Source: an optimization exercise on an open RTL-to-GDS flow (aim: small area, a short achievable clock period and few clock cycles per item). Production flows keep margins and buffers that such runs may drop. RTL that was checked went through simulation tests only; none was proved equivalent to the original.

==> flow/design.v (excerpt) <==
module tilt_vector_to_angle_sector (
  input  wire         clk,
  input  wire         rst,
  input  wire         accel_valid,
  output wire         accel_stall,
  input  wire  [15:0] accel_x,
  input  wire  [15:0] accel_y,
  output wire         sector_valid,
  input  wire         sector_stall,
  output wire  [4:0]  sector
);
For scale: roughly 4,400 cells after synthesis, about 640 flip-flops, roughly 43 I/O pins, roughly 36,000 sq um of cells after synthesis.
Settings: LEC_CHECK=0, ABC_AREA=1, CAP_MARGIN=20, CORE_MARGIN=2, CORE_UTILIZATION=40, SETUP_SLACK_MARGIN=2.5, SLEW_MARGIN=20; clock period 5.0 ns.
run.sh (not shown) runs the stock make flow with config.mk's settings and CLKGATE_MAP_FILE= SYNTH_SCRIPT=/design/flow/synth_recipe.tcl, a recipe that flattens the netlist after the stock synthesis.
Testbench counts at the start, summed over its fixed seeds: cycles 16,120, items 16,000.
Edit:
--- a/flow/design.v
+++ b/flow/design.v
@@ -64,23 +64,34 @@
       6: atan_step = 14'd163;  7: atan_step = 14'd81;   8: atan_step = 14'd41;
       9: atan_step = 14'd20;   10: atan_step = 14'd10;  11: atan_step = 14'd5;
       12: atan_step = 14'd3;   13: atan_step = 14'd1;   14: atan_step = 14'd1;
       default: atan_step = 14'd0;
     endcase
   endfunction
+  function automatic [15:0] abs16(input [15:0] v);
+    integer j;
+    reg     any;
+    begin
+      any = 1'b0;
+      for (j = 0; j < 16; j = j + 1) begin
+        abs16[j] = v[j] ^ (v[15] & any);
+        any = any | v[j];
+      end
+    end
+  endfunction
   reg        stall_q;
   wire       accept = accel_valid & ~stall_q;
   reg        v0, sx, sy;
   reg [15:0] ax, ay;
   always @(posedge clk) begin
     if (rst) v0 <= 1'b0;
     else     v0 <= accept;
     sx <= accel_x[15];
     sy <= accel_y[15];
-    ax <= accel_x[15] ? 16'd0 - accel_x : accel_x;
-    ay <= accel_y[15] ? 16'd0 - accel_y : accel_y;
+    ax <= abs16(accel_x);
+    ay <= abs16(accel_y);
   end
   wire        d0  = sx ^ sy;
   wire [16:0] s1x = {1'b0, ax} + {1'b0, ay};
   wire [15:0] s1y = d0 ? ay - ax : ax - ay;
   wire        yz  = (ay == 16'd0);
   wire        xz  = (ax == 16'd0);
@@ -348,13 +359,13 @@
       if (push) wp <= wp + 1'b1;
       if (pop)  rp <= rp + 1'b1;
     end
   end
   always @(posedge clk) begin
     out_d <= sector_stall ? od_ho : od_go;
-    if (push) fq[wp] <= pd;
+    if (pv) fq[wp] <= pd;
   end
   assign accel_stall  = stall_q;
   assign sector_valid = out_v;
   assign sector       = out_d;
 endmodule
 `default_nettype wire
=>
- design area is lower slightly
- cell count came out lower by a few percent
- hold slack stays flat
- utilization increases by 0.66 points
- non-clock buffer count went up by 16
- synthesized cell count drops by a few percent
- setup slack got worse by 0.18 ns
The RTL of the second run of this note was laid out without a check of its function.

## north
Another version of the RTL of tilt_vector_to_angle_sector (not shown whole).
make LEC_CHECK=0 ABC_AREA=1 CAP_MARGIN=20 CORE_MARGIN=2 CORE_UTILIZATION=40 SETUP_SLACK_MARGIN=2.6 SLEW_MARGIN=20 finish   # period 5.0 ns
Testbench counts of north, summed over its fixed seeds: cycles 16,120, items 16,000.
Inputs modified between north and east:
-- flow/design.v --
<<< north, line 57
      11: wy = 10; 12: wy = 9; 13: wy = 8; default: wy = 7;
    endcase
  endfunction
  function automatic integer xwid(input integer k);
    xwid = (k <= 7) ? 19 : (k == 8) ? 16 : (k == 9) ? 13 : 11;
  endfunction
  function automatic integer xoff(input integer k);
    xoff = (k <= 7) ? 0 : (k == 8) ? 3 : (k == 9) ? 6 : 8;
  endfunction
  function automatic [13:0] atan_step(input integer i);
>>> east, line 57
      11: wy = 10; 12: wy = 9; 13: wy = 8; default: wy = 7;
    endcase
  endfunction
  function automatic [13:0] atan_step(input integer i);
<<< north, line 145
      localparam integer WN = wy(k + 1);
      localparam integer MW = W - 1 - k;   
      localparam integer XO = xoff(k);
      wire [XW-1:0]       vx = vx_bus[XW*k +: XW];
      wire signed [W-1:0] vy = vy_bus[18*k +: W];
      wire                dk = ~vy[W-1];     
      wire signed [W-1:0] ysh = vy >>> k;
      wire [XW-1:0]       xsh = vx >> (k - XO);
      wire [XW-1:0] nx;
      if (MW > 0) begin : g_m
>>> east, line 139
      localparam integer WN = wy(k + 1);
      localparam integer MW = W - 1 - k;   
      wire [XW-1:0]       vx = vx_bus[XW*k +: XW];
      wire signed [W-1:0] vy = vy_bus[18*k +: W];
      wire                dk = ~vy[W-1];     
      wire signed [W-1:0] ysh = vy >>> k;
      wire [XW-1:0]       xsh = (k < 10) ? (vx >> k) : (vx >> (k - 8));
      wire [XW-1:0] nx;
      if (MW > 0) begin : g_m
<<< north, line 161
      end
      wire [XW-1:0] nxr;                   
      if (k == 7) begin : g_sat8
        assign nxr = {3'd0, nx[18:8], (&nx[7:5]) ? nx[4:0] : 5'd0};
      end else if (k == 8) begin : g_sat9
        assign nxr = {6'd0, nx[15:6], (nx[5] & nx[4] & nx[3]) ? nx[2:0] : 3'd0};
      end else if (k == 9) begin : g_sat10
        assign nxr = {8'd0, nx[12:4], (nx[3] & nx[2]) ? nx[1:0] : 2'd0};
      end else begin : g_nosat
        assign nxr = nx;
>>> east, line 154
      end
      wire [XW-1:0] nxr;                   
      if (k == 9) begin : g_sat
        assign nxr = {8'd0, nx[18:10], (&nx[9:2]) ? nx[1:0] : 2'b00};
      end else begin : g_nosat
        assign nxr = nx;
<<< north, line 182
      assign v_bus[k+1] = vq;
      if (k < 12) begin : g_xy
        reg [xwid(k+1)-1:0] xq;
        reg [WN-1:0] yq;
        always @(posedge clk) begin
>>> east, line 171
      assign v_bus[k+1] = vq;
      if (k < 12) begin : g_xy
        reg [((k < 9) ? XW : 11)-1:0] xq;
        reg [WN-1:0] yq;
        always @(posedge clk) begin
<<< north, line 188
          yq <= ny;
        end
        assign vx_bus[XW*(k+1) +: XW] = {{(XW - xwid(k+1)){1'b0}}, xq};
        assign vy_bus[18*(k+1) +: 18] = {{(18-WN){yq[WN-1]}}, yq};
      end
>>> east, line 177
          yq <= ny;
        end
        assign vx_bus[XW*(k+1) +: XW] = {{(XW - ((k < 9) ? XW : 11)){1'b0}}, xq};
        assign vy_bus[18*(k+1) +: 18] = {{(18-WN){yq[WN-1]}}, yq};
      end
[summary]
- Looking at destination of the critical timing path, the g_rot[7].g_xy.xq[18]$_DFF_P_ result is from east; the g_rot[2].g_xy.yq[9]$_DFF_P_ one comes from north.
- east — height of the die about 0.56% higher, north as reference
- NOTE: final instance area in east exceeds that of north
- east against north: mean instance size in the synthesized netlist +0.030 um2; simple-gate portion of the synthesized area ~0 delta.
- Compared north against east; sequential area share after synthesis within noise.
- The setup slack of east is larger than that of north.
- From north to east the numbers moved as follows: maximum frequency up 4.8 MHz.
- Cell count after synthesis, north and east: higher on east
Testbench counts of east, summed over its fixed seeds: cycles 16,120, items 16,000.

Setup of the previous run:
tilt_vector_to_angle_sector with an RTL version that a note above also has.
Size in the first run: about 640 flip-flops, about 43 I/O pins, about 35000 sq um of cells after synthesis.
clock: 5.0 ns
lec_check: 0
abc_area: 1
cap_margin: 20
core_margin: 2
core_utilization: 40
setup_slack_margin: 2.5
slew_margin: 20
Testbench counts of the previous run, summed over its fixed seeds: cycles 16,120, items 16,000.
Here is what was changed in the inputs of the current run compared with the previous run.
-- flow/design.v --
<<< the previous run, line 57
      11: wy = 10; 12: wy = 9; 13: wy = 8; default: wy = 7;
    endcase
  endfunction
  function automatic [13:0] atan_step(input integer i);
>>> the current run, line 57
      11: wy = 10; 12: wy = 9; 13: wy = 8; default: wy = 7;
    endcase
  endfunction
  function automatic integer xwid(input integer k);
    xwid = (k <= 7) ? 19 : (k == 8) ? 16 : (k == 9) ? 13 : 11;
  endfunction
  function automatic integer xoff(input integer k);
    xoff = (k <= 7) ? 0 : (k == 8) ? 3 : (k == 9) ? 6 : 8;
  endfunction
  function automatic [13:0] atan_step(input integer i);
<<< the previous run, line 139
      localparam integer WN = wy(k + 1);
      localparam integer MW = W - 1 - k;   
      wire [XW-1:0]       vx = vx_bus[XW*k +: XW];
      wire signed [W-1:0] vy = vy_bus[18*k +: W];
      wire                dk = ~vy[W-1];     
      wire signed [W-1:0] ysh = vy >>> k;
      wire [XW-1:0]       xsh = (k < 10) ? (vx >> k) : (vx >> (k - 8));
      wire [XW-1:0] nx;
      if (MW > 0) begin : g_m
>>> the current run, line 145
      localparam integer WN = wy(k + 1);
      localparam integer MW = W - 1 - k;   
      localparam integer XO = xoff(k);
      wire [XW-1:0]       vx = vx_bus[XW*k +: XW];
      wire signed [W-1:0] vy = vy_bus[18*k +: W];
      wire                dk = ~vy[W-1];     
      wire signed [W-1:0] ysh = vy >>> k;
      wire [XW-1:0]       xsh = vx >> (k - XO);
      wire [XW-1:0] nx;
      if (MW > 0) begin : g_m
<<< the previous run, line 154
      end
      wire [XW-1:0] nxr;                   
      if (k == 9) begin : g_sat
        assign nxr = {8'd0, nx[18:10], (&nx[9:2]) ? nx[1:0] : 2'b00};
      end else begin : g_nosat
        assign nxr = nx;
>>> the current run, line 161
      end
      wire [XW-1:0] nxr;                   
      if (k == 7) begin : g_sat8
        assign nxr = {3'd0, nx[18:8], (&nx[7:5]) ? nx[4:0] : 5'd0};
      end else if (k == 8) begin : g_sat9
        assign nxr = {6'd0, nx[15:6], (nx[5] & nx[4] & nx[3]) ? nx[2:0] : 3'd0};
      end else if (k == 9) begin : g_sat10
        assign nxr = {8'd0, nx[12:4], (nx[3] & nx[2]) ? nx[1:0] : 2'd0};
      end else begin : g_nosat
        assign nxr = nx;
<<< the previous run, line 171
      assign v_bus[k+1] = vq;
      if (k < 12) begin : g_xy
        reg [((k < 9) ? XW : 11)-1:0] xq;
        reg [WN-1:0] yq;
        always @(posedge clk) begin
>>> the current run, line 182
      assign v_bus[k+1] = vq;
      if (k < 12) begin : g_xy
        reg [xwid(k+1)-1:0] xq;
        reg [WN-1:0] yq;
        always @(posedge clk) begin
<<< the previous run, line 177
          yq <= ny;
        end
        assign vx_bus[XW*(k+1) +: XW] = {{(XW - ((k < 9) ? XW : 11)){1'b0}}, xq};
        assign vy_bus[18*(k+1) +: 18] = {{(18-WN){yq[WN-1]}}, yq};
      end
>>> the current run, line 188
          yq <= ny;
        end
        assign vx_bus[XW*(k+1) +: XW] = {{(XW - xwid(k+1)){1'b0}}, xq};
        assign vy_bus[18*(k+1) +: 18] = {{(18-WN){yq[WN-1]}}, yq};
      end
[summary]
- The current run and the previous run all finish clean.
- In the metrics for the current run and the previous run, the one carrying the lower number of logic stages on the critical path including buffering is the current run.
- In the current run the worst setup slack turned out 0.091 ns lower than in the previous run.
- Total met3 wirelength after detailed routing (the previous run / the current run): 0.836
- For met1 global-route usage, the previous run and the current run come out practically identical.
- The previous run → the current run: wire length decreased 1.7%.
Testbench counts of the current run, summed over its fixed seeds: cycles 16,120, items 16,000.

==> afterwards: timing with drivers on the ports <==
Ports are ideal in the flow. The routed layouts listed here were re-timed in OpenROAD. Step 1 sets driving cells, clkbuf_16 on the clock port and buf_2 on the other inputs (assumed; they add their load-dependent delay and slew). Step 2, shift: input delay + t, output delay - t, t = (earliest + latest rising clock arrival at the registers) / 2. This alone moves slack from input paths to output paths. a / b / c = ideal / step 1 / step 2; a / b = the first two.
| run | t (ns) | setup WS [ns] | worst setup path at the end | latest minus earliest clock arrival (ns) | cell pins on the clock port's net |
|---|---|---|---|---|---|
| the first run of note 1 | 0.679 | 2.634 / 2.634 / 2.048 | input to register | 0.028 / 0.027 | 1 |
| the second run of note 1 | 0.665 | 2.453 / 2.453 / 2.238 | input to register | 0.041 / 0.042 | 1 |
| north | 0.671 | 2.637 / 2.623 / 2.199 | input to register | 0.062 / 0.061 | 1 |
| east | 0.676 | 2.663 / 2.619 / 2.249 | input to register | 0.058 / 0.058 | 1 |
| the previous run | 0.676 | 2.620 / 2.619 / 2.256 | input to register | 0.058 / 0.058 | 1 |
| the current run | 0.672 | 2.529 / 2.529 / 2.200 | input to register | 0.062 / 0.062 | 1 |
After both steps setup and hold are still met in every run listed. For the first run of note 1, which loses most, drivers alone change the setup slack by 0.000 ns; drivers and shift together by -0.586 ns.
